From an optimization exercise on the open Yosys and OpenROAD flow, aimed at small area and a short achievable clock period; shortcuts taken in it are not production practice. Only simulation tests tie the RTL to the original design; equivalence was not proved. No activity file was given, so power comes from the tool's default toggle rates.

**design.v**
```verilog
package wasm_pkg;
    localparam int addr_w       = 12;
    localparam int window_bytes = 8;
    localparam int func_max     = 16;
    localparam int stack_depth  = 8;
    localparam int func_idx_w   = $clog2(func_max);
    localparam int ret_ptr_w    = $clog2(stack_depth) + 1;
    localparam logic [63:0] wasm_magic_version = 64'h0000_0001_6d73_6100;
    localparam logic [7:0] sec_type  = 8'h01;
    localparam logic [7:0] sec_start = 8'h08;
    localparam logic [7:0] sec_code  = 8'h0a;
    localparam logic [7:0] op_unreachable = 8'h00;
    localparam logic [7:0] op_nop         = 8'h01;
    localparam logic [7:0] op_end         = 8'h0b;
    localparam logic [7:0] op_call        = 8'h10;
    localparam logic [7:0] op_drop        = 8'h1a;
    localparam logic [7:0] op_local_get   = 8'h20;
    localparam logic [7:0] op_local_set   = 8'h21;
    localparam logic [7:0] op_local_tee   = 8'h22;
    localparam logic [7:0] op_i32_const   = 8'h41;
    localparam logic [7:0] op_i32_eqz     = 8'h45;
    localparam logic [7:0] op_i32_eq      = 8'h46;
    localparam logic [7:0] op_i32_ne      = 8'h47;
    localparam logic [7:0] op_i32_lt_s    = 8'h48;
    localparam logic [7:0] op_i32_lt_u    = 8'h49;
    localparam logic [7:0] op_i32_gt_s    = 8'h4a;
    localparam logic [7:0] op_i32_gt_u    = 8'h4b;
    localparam logic [7:0] op_i32_le_s    = 8'h4c;
    localparam logic [7:0] op_i32_le_u    = 8'h4d;
    localparam logic [7:0] op_i32_ge_s    = 8'h4e;
    localparam logic [7:0] op_i32_ge_u    = 8'h4f;
    localparam logic [7:0] op_i32_add     = 8'h6a;
    localparam logic [7:0] op_i32_sub     = 8'h6b;
    localparam logic [7:0] op_i32_and     = 8'h71;
    localparam logic [7:0] op_i32_or      = 8'h72;
    localparam logic [7:0] op_i32_shl     = 8'h74;
    localparam logic [7:0] op_i32_shr_s   = 8'h75;
    localparam logic [7:0] op_i32_shr_u   = 8'h76;
    localparam logic [7:0] op_i32_rotl    = 8'h77;
    localparam logic [7:0] op_i32_rotr    = 8'h78;
    typedef enum logic [4:0] {
        alu_add  = 5'd0,
        alu_sub  = 5'd1,
        alu_and  = 5'd2,
        alu_or   = 5'd3,
        alu_eqz  = 5'd5,  
        alu_eq   = 5'd6,
        alu_lt_u = 5'd7,
        alu_gt_u = 5'd8,
        alu_le_u = 5'd9,
        alu_ge_u = 5'd10,
        alu_lt_s = 5'd11,
        alu_gt_s = 5'd12,
        alu_le_s = 5'd13,
        alu_ge_s = 5'd14,
        alu_ne   = 5'd15,
        alu_shl  = 5'd16,
        alu_shrs = 5'd17,
        alu_shru = 5'd18,
        alu_rotl = 5'd19,
        alu_rotr = 5'd20
    } alu_op_e;
    typedef enum logic [1:0] {
        src_alu   = 2'b00,
        src_imm   = 2'b10,
        src_local = 2'b11
    } push_src_e;
    typedef struct packed {
        logic       push_num;
        logic [3:0] pop_num;
        push_src_e  push_src;
        alu_op_e    alu_op;
    } stack_ctrl_t;
    typedef struct packed {
        logic [3:0] param_num;
        logic       result_num;
    } sig_t;
    typedef struct packed {
        logic [addr_w-1:0] entry_addr;
        logic [7:0]        local_size;
    } func_entry_t;
    typedef struct packed {
        sig_t              sig;
        logic [7:0]        local_size;
        logic [addr_w-1:0] ret_addr;
    } call_frame_t;
endpackage
`timescale 1ns/1ns
import wasm_pkg::*;
module leb128_decode (
    input  logic [window_bytes*8-1:0] bytes,
    output logic [31:0]               value,
    output logic [2:0]                byte_cnt
);
    logic done;
    always_comb begin
        value    = '0;
        byte_cnt = 3'd5;  
        done     = 1'b0;
        for (int i = 0; i < 5; i++) begin
            if (!done) begin
                value = value | (32'(bytes[i*8 +: 7]) << (7 * i));
                if (!bytes[i*8+7]) begin
                    byte_cnt = 3'(i + 1);
                    done     = 1'b1;
                end
            end
        end
    end
endmodule
`timescale 1ns/1ns
import wasm_pkg::*;
module entry_table #(
    parameter int width = 5
) (
    input  logic                  clk,
    input  logic                  rst_n,
    input  logic                  wr_en,
    input  logic [func_idx_w-1:0] wr_idx,
    input  logic [width-1:0]      wr_data,
    input  logic [func_idx_w-1:0] rd_idx,
    output logic [width-1:0]      rd_data
);
    logic [width-1:0] mem [func_max];
    always_ff @(posedge clk or negedge rst_n) begin
        if (!rst_n) begin
            for (int i = 0; i < func_max; i++) begin
                mem[i] <= '0;
            end
        end else if (wr_en) begin
            mem[wr_idx] <= wr_data;
        end
    end
    assign rd_data = mem[rd_idx];
endmodule
`timescale 1ns/1ns
import wasm_pkg::*;
module opcode_decode (
    input  logic [7:0]  opcode,
    input  logic [2:0]  leb_cnt,
    output wasm_pkg::stack_ctrl_t ctrl,
    output logic [7:0]  length
);
    logic    is_bin;
    wasm_pkg::alu_op_e bin_code;
    always_comb begin
        is_bin   = 1'b1;
        bin_code = alu_add;
        case (opcode)
            op_i32_eq:    bin_code = alu_eq;
            op_i32_ne:    bin_code = alu_ne;
            op_i32_lt_s:  bin_code = alu_lt_s;
            op_i32_lt_u:  bin_code = alu_lt_u;
            op_i32_gt_s:  bin_code = alu_gt_s;
            op_i32_gt_u:  bin_code = alu_gt_u;
            op_i32_le_s:  bin_code = alu_le_s;
            op_i32_le_u:  bin_code = alu_le_u;
            op_i32_ge_s:  bin_code = alu_ge_s;
            op_i32_ge_u:  bin_code = alu_ge_u;
            op_i32_add:   bin_code = alu_add;
            op_i32_sub:   bin_code = alu_sub;
            op_i32_and:   bin_code = alu_and;
            op_i32_or:    bin_code = alu_or;
            op_i32_shl:   bin_code = alu_shl;
            op_i32_shr_s: bin_code = alu_shrs;
            op_i32_shr_u: bin_code = alu_shru;
            op_i32_rotl:  bin_code = alu_rotl;
            op_i32_rotr:  bin_code = alu_rotr;
            default:      is_bin   = 1'b0;
        endcase
    end
    always_comb begin
        ctrl   = '0;
        length = 8'd1;
        case (opcode)
            op_nop:  length = 8'd1;  
            op_drop: ctrl.pop_num = 4'd1;
            op_i32_eqz: begin
                ctrl.pop_num  = 4'd1;
                ctrl.push_num = 1'b1;
                ctrl.alu_op   = alu_eqz;
            end
            op_i32_const: begin
                ctrl.push_num = 1'b1;
                ctrl.push_src = src_imm;
                length        = 8'd1 + 8'(leb_cnt);
            end
            op_local_get: begin
                ctrl.push_num = 1'b1;
                ctrl.push_src = src_local;
                length        = 8'd1 + 8'(leb_cnt);
            end
            op_local_set: begin
                ctrl.pop_num = 4'd1;
                length       = 8'd1 + 8'(leb_cnt);
            end
            op_local_tee, op_call: length = 8'd1 + 8'(leb_cnt);  
            default: begin
                if (is_bin) begin
                    ctrl.pop_num  = 4'd2;
                    ctrl.push_num = 1'b1;
                    ctrl.alu_op   = bin_code;
                end
            end
        endcase
    end
endmodule
`timescale 1ns/1ns
import wasm_pkg::*;
module return_stack (
    input  logic              clk,
    input  logic              rst_n,
    input  logic              push,
    input  logic [addr_w-1:0] push_addr,
    input  logic              pop,
    output logic [addr_w-1:0] top_addr,
    output logic              last_frame
);
    logic [addr_w-1:0]    stk [stack_depth];
    logic [ret_ptr_w-1:0] depth;
    always_ff @(posedge clk or negedge rst_n) begin
        if (!rst_n) begin
            depth <= '0;
        end else if (push) begin
            depth <= depth + 1'b1;
        end else if (pop) begin
            depth <= depth - 1'b1;
        end
    end
    always_ff @(posedge clk) begin
        if (push) begin
            stk[depth[ret_ptr_w-2:0]] <= push_addr;
        end
    end
    assign top_addr   = stk[(ret_ptr_w-1)'(depth - 1'b1)];
    assign last_frame = (depth == ret_ptr_w'(1));  
endmodule
`timescale 1ns/1ns
import wasm_pkg::*;
module module_parser (
    input  logic                      clk,
    input  logic                      rst_n,
    input  logic [addr_w-1:0]         read_pointer,
    input  logic [window_bytes*8-1:0] window,
    input  logic [31:0]               leb_value,
    input  logic [2:0]                leb_cnt,
    input  logic [7:0]                op_len,
    input  wasm_pkg::sig_t                      sig_rd,
    input  wasm_pkg::func_entry_t               entry_rd,
    input  logic [addr_w-1:0]         ret_top,
    input  logic                      ret_last,
    output logic                      sig_wr_en,
    output logic                      entry_wr_en,
    output logic [func_idx_w-1:0]     tbl_wr_idx,
    output wasm_pkg::sig_t                      sig_wr,
    output wasm_pkg::func_entry_t               entry_wr,
    output logic [func_idx_w-1:0]     tbl_rd_idx,
    output logic [7:0]                advance,
    output logic                      jump_en,
    output logic [addr_w-1:0]         jump_addr,
    output logic                      body_run,
    output logic                      call_en,
    output wasm_pkg::call_frame_t               call_frame,
    output logic                      ret_en,
    output logic                      finish,
    output logic                      instr_error
);
    typedef enum logic [3:0] {
        st_header, st_sec_head, st_sec_size, st_vec_head, st_type_par,
        st_type_res, st_code_len, st_code_decl, st_code_loc, st_run
    } state_e;
    state_e                state;
    logic                  finish_q;
    logic                  error_q;
    logic [func_idx_w-1:0] vec_cnt;
    logic [func_idx_w-1:0] vec_last;
    logic [func_idx_w-1:0] start_idx;
    logic [7:0]            sec_id;
    logic [3:0]            param_q;
    logic [addr_w-1:0]     body_end;
    logic [7:0]            decl_num;
    logic [7:0]            decl_cnt;
    logic [7:0]            local_acc;
    logic                  halted;
    logic                  known;
    logic                  locals_done;
    logic [7:0]            opcode;
    logic [addr_w-1:0]     leb_end;
    assign halted      = finish_q | error_q;
    assign known       = (sec_id == sec_type) | (sec_id == sec_start) | (sec_id == sec_code);
    assign locals_done = (decl_cnt == decl_num);
    assign opcode      = window[7:0];
    assign leb_end     = read_pointer + addr_w'(leb_cnt) + addr_w'(leb_value);
    assign tbl_wr_idx  = vec_cnt;
    assign sig_wr      = {param_q, window[0]};  
    assign entry_wr    = {read_pointer, local_acc};  
    assign body_run    = (state == st_run) && !halted;
    assign finish      = finish_q;
    assign instr_error = error_q;
    always_comb begin
        advance             = 8'd0;
        jump_en             = 1'b0;
        jump_addr           = '0;
        call_en             = 1'b0;
        ret_en              = 1'b0;
        sig_wr_en           = 1'b0;
        entry_wr_en         = 1'b0;
        tbl_rd_idx          = start_idx;
        call_frame.sig      = sig_rd;
        call_frame.local_size = entry_rd.local_size;
        call_frame.ret_addr = '0;
        if (!halted) begin
            case (state)
                st_header:   advance = (window[63:0] == wasm_magic_version) ? 8'd8 : 8'd0;
                st_sec_head: advance = 8'd1;  
                st_sec_size: begin
                    if (known) begin
                        advance = 8'(leb_cnt);
                    end else begin
                        jump_en   = 1'b1;
                        jump_addr = leb_end;
                    end
                end
                st_vec_head, st_code_len, st_code_decl: advance = 8'(leb_cnt);
                st_type_par: advance = 8'd2 + window[15:8];  
                st_type_res: begin
                    advance   = 8'd1 + window[7:0];
                    sig_wr_en = 1'b1;
                end
                st_code_loc: begin
                    if (locals_done) begin
                        entry_wr_en = 1'b1;
                        jump_en     = 1'b1;
                        jump_addr   = body_end;
                        if (vec_cnt == vec_last) begin  
                            call_en = 1'b1;
                            if (start_idx == vec_cnt) begin
                                jump_addr             = read_pointer;
                                call_frame.local_size = local_acc;
                            end else begin
                                jump_addr = entry_rd.entry_addr;
                            end
                        end
                    end else begin
                        advance = 8'(leb_cnt) + 8'd1;  
                    end
                end
                st_run: begin
                    advance    = op_len;
                    tbl_rd_idx = leb_value[func_idx_w-1:0];
                    if (opcode == op_call) begin
                        call_en             = 1'b1;
                        jump_en             = 1'b1;
                        jump_addr           = entry_rd.entry_addr;
                        call_frame.ret_addr = read_pointer + addr_w'(op_len);
                    end else if (opcode == op_end && !ret_last) begin
                        ret_en    = 1'b1;
                        jump_en   = 1'b1;
                        jump_addr = ret_top;
                    end
                end
                default: advance = 8'd0;
            endcase
        end
    end
    always_ff @(posedge clk or negedge rst_n) begin
        if (!rst_n) begin
            state     <= st_header;
            finish_q  <= 1'b0;
            error_q   <= 1'b0;
            vec_cnt   <= '0;
            start_idx <= '0;
        end else if (!halted) begin
            case (state)
                st_header: begin
                    if (window[63:0] == wasm_magic_version) begin
                        state <= st_sec_head;
                    end else begin
                        error_q <= 1'b1;
                    end
                end
                st_sec_head: state <= st_sec_size;
                st_sec_size: state <= known ? st_vec_head : st_sec_head;
                st_vec_head: begin
                    vec_cnt <= '0;
                    if (sec_id == sec_type) begin
                        state <= st_type_par;
                    end else if (sec_id == sec_code) begin
                        state <= st_code_len;
                    end else begin
                        start_idx <= leb_value[func_idx_w-1:0];  
                        state     <= st_sec_head;
                    end
                end
                st_type_par: state <= st_type_res;
                st_type_res: begin
                    vec_cnt <= vec_cnt + 1'b1;
                    state   <= (vec_cnt == vec_last) ? st_sec_head : st_type_par;
                end
                st_code_len:  state <= st_code_decl;
                st_code_decl: state <= st_code_loc;
                st_code_loc: begin
                    if (locals_done) begin
                        vec_cnt <= vec_cnt + 1'b1;
                        state   <= (vec_cnt == vec_last) ? st_run : st_code_len;
                    end
                end
                st_run: begin
                    if (opcode == op_unreachable) begin
                        error_q  <= 1'b1;
                        finish_q <= 1'b1;
                    end else if (opcode == op_end && ret_last) begin
                        finish_q <= 1'b1;
                    end
                end
                default: state <= st_header;
            endcase
        end
    end
    always_ff @(posedge clk) begin
        case (state)
            st_sec_head: sec_id <= window[7:0];
            st_vec_head: vec_last <= func_idx_w'(leb_value - 32'd1);
            st_type_par: param_q <= window[11:8];
            st_code_len: begin
                body_end  <= leb_end;
                local_acc <= '0;
            end
            st_code_decl: begin
                decl_num <= leb_value[7:0];
                decl_cnt <= '0;
            end
            st_code_loc: begin
                decl_cnt  <= decl_cnt + 8'd1;
                local_acc <= local_acc + leb_value[7:0];
            end
            default: decl_cnt <= decl_cnt;
        endcase
    end
endmodule
`timescale 1ns/1ns
import wasm_pkg::*;
module wasm_ctrl_top (
    input  logic                      clk,
    input  logic                      rst_n,
    input  logic [addr_w-1:0]         read_pointer,
    input  logic [window_bytes*8-1:0] window,
    output logic [7:0]                advance,
    output logic                      jump_en,
    output logic [addr_w-1:0]         jump_addr,
    output logic [11:0]               stack_ctrl,  
    output logic [31:0]               imm,
    output logic                      call_en,
    output logic [24:0]               call_frame,  
    output logic                      ret_en,
    output logic                      finish,
    output logic                      instr_error
);
    logic [31:0]           op_value;
    logic [2:0]            op_cnt;
    logic [31:0]           hd_value;
    logic [2:0]            hd_cnt;
    wasm_pkg::stack_ctrl_t           dec_ctrl;
    logic [7:0]            op_len;
    logic                  body_run;
    logic                  sig_wr_en;
    logic                  entry_wr_en;
    logic [func_idx_w-1:0] tbl_wr_idx;
    logic [func_idx_w-1:0] tbl_rd_idx;
    wasm_pkg::sig_t                  sig_wr;
    wasm_pkg::sig_t                  sig_rd;
    wasm_pkg::func_entry_t           entry_wr;
    wasm_pkg::func_entry_t           entry_rd;
    logic [addr_w-1:0]     ret_top;
    logic                  ret_last;
    wasm_pkg::call_frame_t           frame;
    leb128_decode leb_op (
        .bytes({8'h00, window[window_bytes*8-1:8]}), .value(op_value), .byte_cnt(op_cnt)
    );
    leb128_decode leb_hd (.bytes(window), .value(hd_value), .byte_cnt(hd_cnt));
    opcode_decode u_dec (.opcode(window[7:0]), .leb_cnt(op_cnt), .ctrl(dec_ctrl), .length(op_len));
    entry_table #(.width(5)) sig_tab (
        .clk, .rst_n, .wr_en(sig_wr_en), .wr_idx(tbl_wr_idx), .wr_data(sig_wr),
        .rd_idx(tbl_rd_idx), .rd_data(sig_rd)
    );
    entry_table #(.width(20)) func_tab (
        .clk, .rst_n, .wr_en(entry_wr_en), .wr_idx(tbl_wr_idx), .wr_data(entry_wr),
        .rd_idx(tbl_rd_idx), .rd_data(entry_rd)
    );
    return_stack u_ret (
        .clk, .rst_n, .push(call_en), .push_addr(frame.ret_addr), .pop(ret_en),
        .top_addr(ret_top), .last_frame(ret_last)
    );
    module_parser u_parser (
        .clk, .rst_n, .read_pointer, .window,
        .leb_value(body_run ? op_value : hd_value),  
        .leb_cnt(body_run ? op_cnt : hd_cnt),
        .op_len, .sig_rd, .entry_rd, .ret_top, .ret_last,
        .sig_wr_en, .entry_wr_en, .tbl_wr_idx, .sig_wr, .entry_wr, .tbl_rd_idx,
        .advance, .jump_en, .jump_addr, .body_run, .call_en, .call_frame(frame), .ret_en,
        .finish, .instr_error
    );
    assign stack_ctrl = body_run ? dec_ctrl : '0;
    assign imm        = op_value;
    assign call_frame = frame;
endmodule
```
**run.sh**
```bash
#!/bin/bash
# synth_recipe.tcl (not shown) runs the flow's synth.tcl, then flattens the netlist and writes it again
# the make line also repeats each setting of config.mk as NAME=value (left out here)
make -C /OpenROAD-flow-scripts/flow DESIGN_CONFIG=/design/flow/config.mk WORK_HOME=/design/flow/orfs CLKGATE_MAP_FILE= SYNTH_SCRIPT=/design/flow/synth_recipe.tcl finish
```
**config.mk**
```make
export PLATFORM = sky130hd
export DESIGN_NAME = wasm_ctrl_top
export DESIGN_NICKNAME = wasm_ctrl_top
export VERILOG_FILES = /design/flow/design.v
export SDC_FILE = /design/flow/constraint.sdc
export NUM_CORES = 4
export LEC_CHECK = 0
export CAP_MARGIN = 20
export CORE_MARGIN = 2
export CORE_UTILIZATION = 40
export SLEW_MARGIN = 20
```
**constraint.sdc**
```tcl
create_clock -name core_clock -period 8.0 [get_ports {clk}]
set_input_delay 1.6000 -clock core_clock [delete_from_list [all_inputs] [get_ports {clk}]]
set_output_delay 1.6000 -clock core_clock [all_outputs]
set_load 0.01 [all_outputs]
```
==> results.txt <==
met2 WL 41,600 µm; synthesized cell area 0.0278 mm²; core area roughly 0.069 mm²; RSZ-0062 raised after global routing false; TritonCTS Buffers 59; Clock Latency Late Sink approximately 0.64 ns; CTS root buf clkbuf_16; Starting Density 40.5%; cell mode on critical path a21oi_1; share of the yosys chip area belonging to registers 53.6%; pwr dens roughly 190 mW/mm²; Synth Instances 2,324; initial antenna violation count 0; Vias/cell ~5.9; CTS clock-pin slew for the worst setup and hold paths 0.06 ns; commonest cells in the netlist dfrtp_1 (418), mux2_2 (341), nand2_1 (181); worst hold path type flip-flop to flip-flop; CTS Hold Buffers Added 0; share of layout cells above drive strength 1 between 20% and 30%; worst reg2reg path startpoint u_parser.finish_q; starting DRC count in detailed routing about 1,800; ranking of synthesized cells by area dfrtp_1 (38%), edfxtp_1 (16%), mux2_2 (14%); count of final setup violators 0; CP Launch Type input port; clk buf depth 3; Avg Inst Size Synth between 10 and 15 µm²; Worst Reg-to-Reg Cells 13; largest net degree at the start of global routing about 130; Max stage delay cell, worst path clkdlybuf4s50_1; Yosys reg bits ~570; antenna cells 0; Clock Sinks 566; static leakage 13.2 nW; first-pass GRT wire length ~130,000 µm; Yosys top cell area share between 30% and 40%; DIE AREA roughly 0.072 mm²; crit path time final just under 8 ns; Final GP Congestion between 0.9 and 1; post-synth top area cell dfrtp_1; cts repair resizes 0; P&R area growth vs syn 18.0%; vias in the first global route 20,890; num rows between 90 and 100; Layout Nets 2,599; Power Total just over 6 mW; count leader, synth dfrtp_1; die outline height approximately 270 µm; grt ovf 0; Synth cell types 83; max-slew violations 0; DR DRC count 0; critical path cell sequence clkdlybuf4s50_1 -> nand2_1 -> nor2_1 -> nor2b_1 -> and2_1 -> a31o_2 -> fa_1 -> ha_1 -> fa_1 -> a21oi_1 -> o2111ai_1 -> o211a_1 -> a21o_1 -> a21oi_1 -> xnor2_1 -> a21oi_1 -> a21oi_1 -> clkdlybuf4s50_1; DRT antenna net count 0; crit end category primary output; TritonCTS clock tree built; routed length per instance roughly 25 µm; max_cap viols 0; Largest stage delay, worst path 0.60 ns; CP max FO 3; critical path data arrival time ~6 ns; yosys warns 8; worst hold start u_ret.depth[3]; Post-CTS Repair Setup Buffers 0; GRT Util Overall 24.7%; Top Layer Used met4; clock skew between 0.02 and 0.03 ns; Vias approximately 20,000; Final HPWL DP 57,500 µm; I/O Buffers roughly 170; chip width roughly 270 µm; Fmax achieved between 100 and 150 MHz; dominant synthesized flop cell dfrtp_1; Worst Path Required around 6.4 ns; status finished clean; setup TNS 0 ns; drt total wl between 80,000 and 90,000 µm; final hold vios 0; final-layout fill cell count between 6,000 and 7,000; EDFF count, synth 148; Period Utilization, post-route a little over nine tenths; R2R Path End u_parser.body_end[11]; DRT Pass-1 Iters 7; hold path cells 1; Max-slew headroom 23.1%; Reg2Reg Setup Slack 3.45 ns; wl on met1 between 30,000 and 40,000 µm; post-synthesis async set-or-reset flop share about three quarters; VDD IR max approximately 0.16 mV; CTS H-tree lvls 2; Ports about 170; critical path type input port to primary output; Worst Tran Pin Value around 1.2 ns; met3 routed WL between 5000 and 6000 µm; worst hold endpoint u_ret.depth[3]
==> logic make-up after synthesis <==
family,count (synthesis),share of synthesized area (%)
flops,566,53.6
fa+ha+maj,51,2.46
compound gates,502,12.5
buf+inv,225,3.58
simple gates,536,9.52
xor+xnor,67,2.11
other cells,1,0.0135
mux,376,16.2
==> state kept, by name, indices dropped and copies added (netlist names) <==
signal and flops:
u_parser.error_q 1, u_parser.vec_last 4, sig_tab.mem 80, u_parser.vec_cnt 4
u_parser.start_idx 4, u_parser.finish_q 1, u_parser.body_end 12, u_parser.sec_id 8
u_ret.depth 4, u_parser.state 4, u_parser.param_q 4, u_ret.stk 96
u_parser.decl_num 8, func_tab.mem 320, u_parser.decl_cnt 8, u_parser.local_acc 8
==> per-layer routing <==
metal | vias to the layer above | GRT usage [%]
li1 | 8951 | -
met1 | 10580 | 33.6
met2 | 771 | 40.6
met3 | 157 | 3.85
met4 | 0 | 7.49
met5 | - | 0
==> critical path: cells and delay by family <==
kind | cells | cell delay [ns]
buffers and inverters | 2 | 1.14
AO/OA/AOI/OAI | 8 | 1.58
adder cells (fa/ha/maj) | 3 | 1.14
AND/OR/NAND/NOR | 4 | 0.50
XOR/XNOR | 1 | 0.15
==> final cells by class <==
class,count,area (µm²),share of cell area (%)
Clock inverter,17,186,0.568
Multi-Input combinational cell,1535,12100,36.8
Timing Repair Buffer,266,2490,7.60
Clock buffer,93,1810,5.51
Sequential cell,566,14900,45.5
Tap cell,931,1160,3.55
Inverter,42,158,0.481
==> where the power goes <==
part	switching [mW]	leakage, nW	internal, mW	total [mW]
Sequential	0.0209	6.32	3.00	3.02
Combinational	0.203	5.92	0.141	0.344
Clock	1.18	0.991	1.64	2.82
==> layout by cell type, fill, tap and decap left out, types with 28 or more instances in the layout <==
master           instances
a22o_1                  29
xnor2_1                 29
nor2_1                 111
clkdlybuf4s50_1        167
a22oi_1                130
o22ai_1                 28
dfrtp_1                417
ha_1                    45
xor2_1                  38
nand4_1                 34
a21oi_1                 71
nand2_1                175
o21ai_0                116
buf_4                   92
mux2_2                 341
edfxtp_1               148
clkbuf_16               60
nand3_1                 42
inv_1                   41
==> metrics by stage <==
stage	utilization (%)	cell area (µm²)	hold WS, ns	setup WS [ns]	instances
2_1_floorplan	-	27800	0.443	1.42	2326
3_3_place_gp	44.7	30700	0.458	0.260	3338
3_5_place_dp	44.8	30800	0.459	0.167	3339
4_1_cts	47.7	32700	0.471	0.173	3449
5_1_grt	47.7	32800	0.480	0.0573	3450
6_report	47.7	32800	0.465	0.292	3450
==> worst max-delay path by stage <==
stage	endpoint	depth (start not counted)	slack (ns)	start
final	jump_addr[11]	18	0.29	window[15]
after global routing	call_frame[6]	15	0.06	window[5]
after CTS	call_frame[8]	16	0.17	window[7]
after detailed placement	call_frame[8]	16	0.17	window[7]
after global placement	call_frame[10]	16	0.26	window[7]
after floorplan	jump_addr[11]	17	1.42	window[15]

port drivers added, routing unchanged:
The results above use ideal ports. As a check the final layout listed here was re-extracted and re-timed, cells and wires unchanged. Step 1: set_driving_cell puts a clkbuf_16 on clk and a buf_2 on each other input, an assumption about the parent block. Step 2 adds t to the input delays and takes it off the output delays; t is the mean of the earliest and latest rising clock arrival at the registers after step 1. Input paths then give back, and output paths get back, about the clock's delay inside the block. a / b / c = ideal / step 1 / step 2; a / b = the first two.
shift t [ns]: 0.687
setup slack, ns: 0.292 / 0.251 / 0.251
worst setup path after step 2: input to output
pins driven straight from the clock port: 1
After both steps setup and hold are still met in this run. For this run, drivers alone change the setup slack by -0.041 ns; drivers and shift together by -0.041 ns.
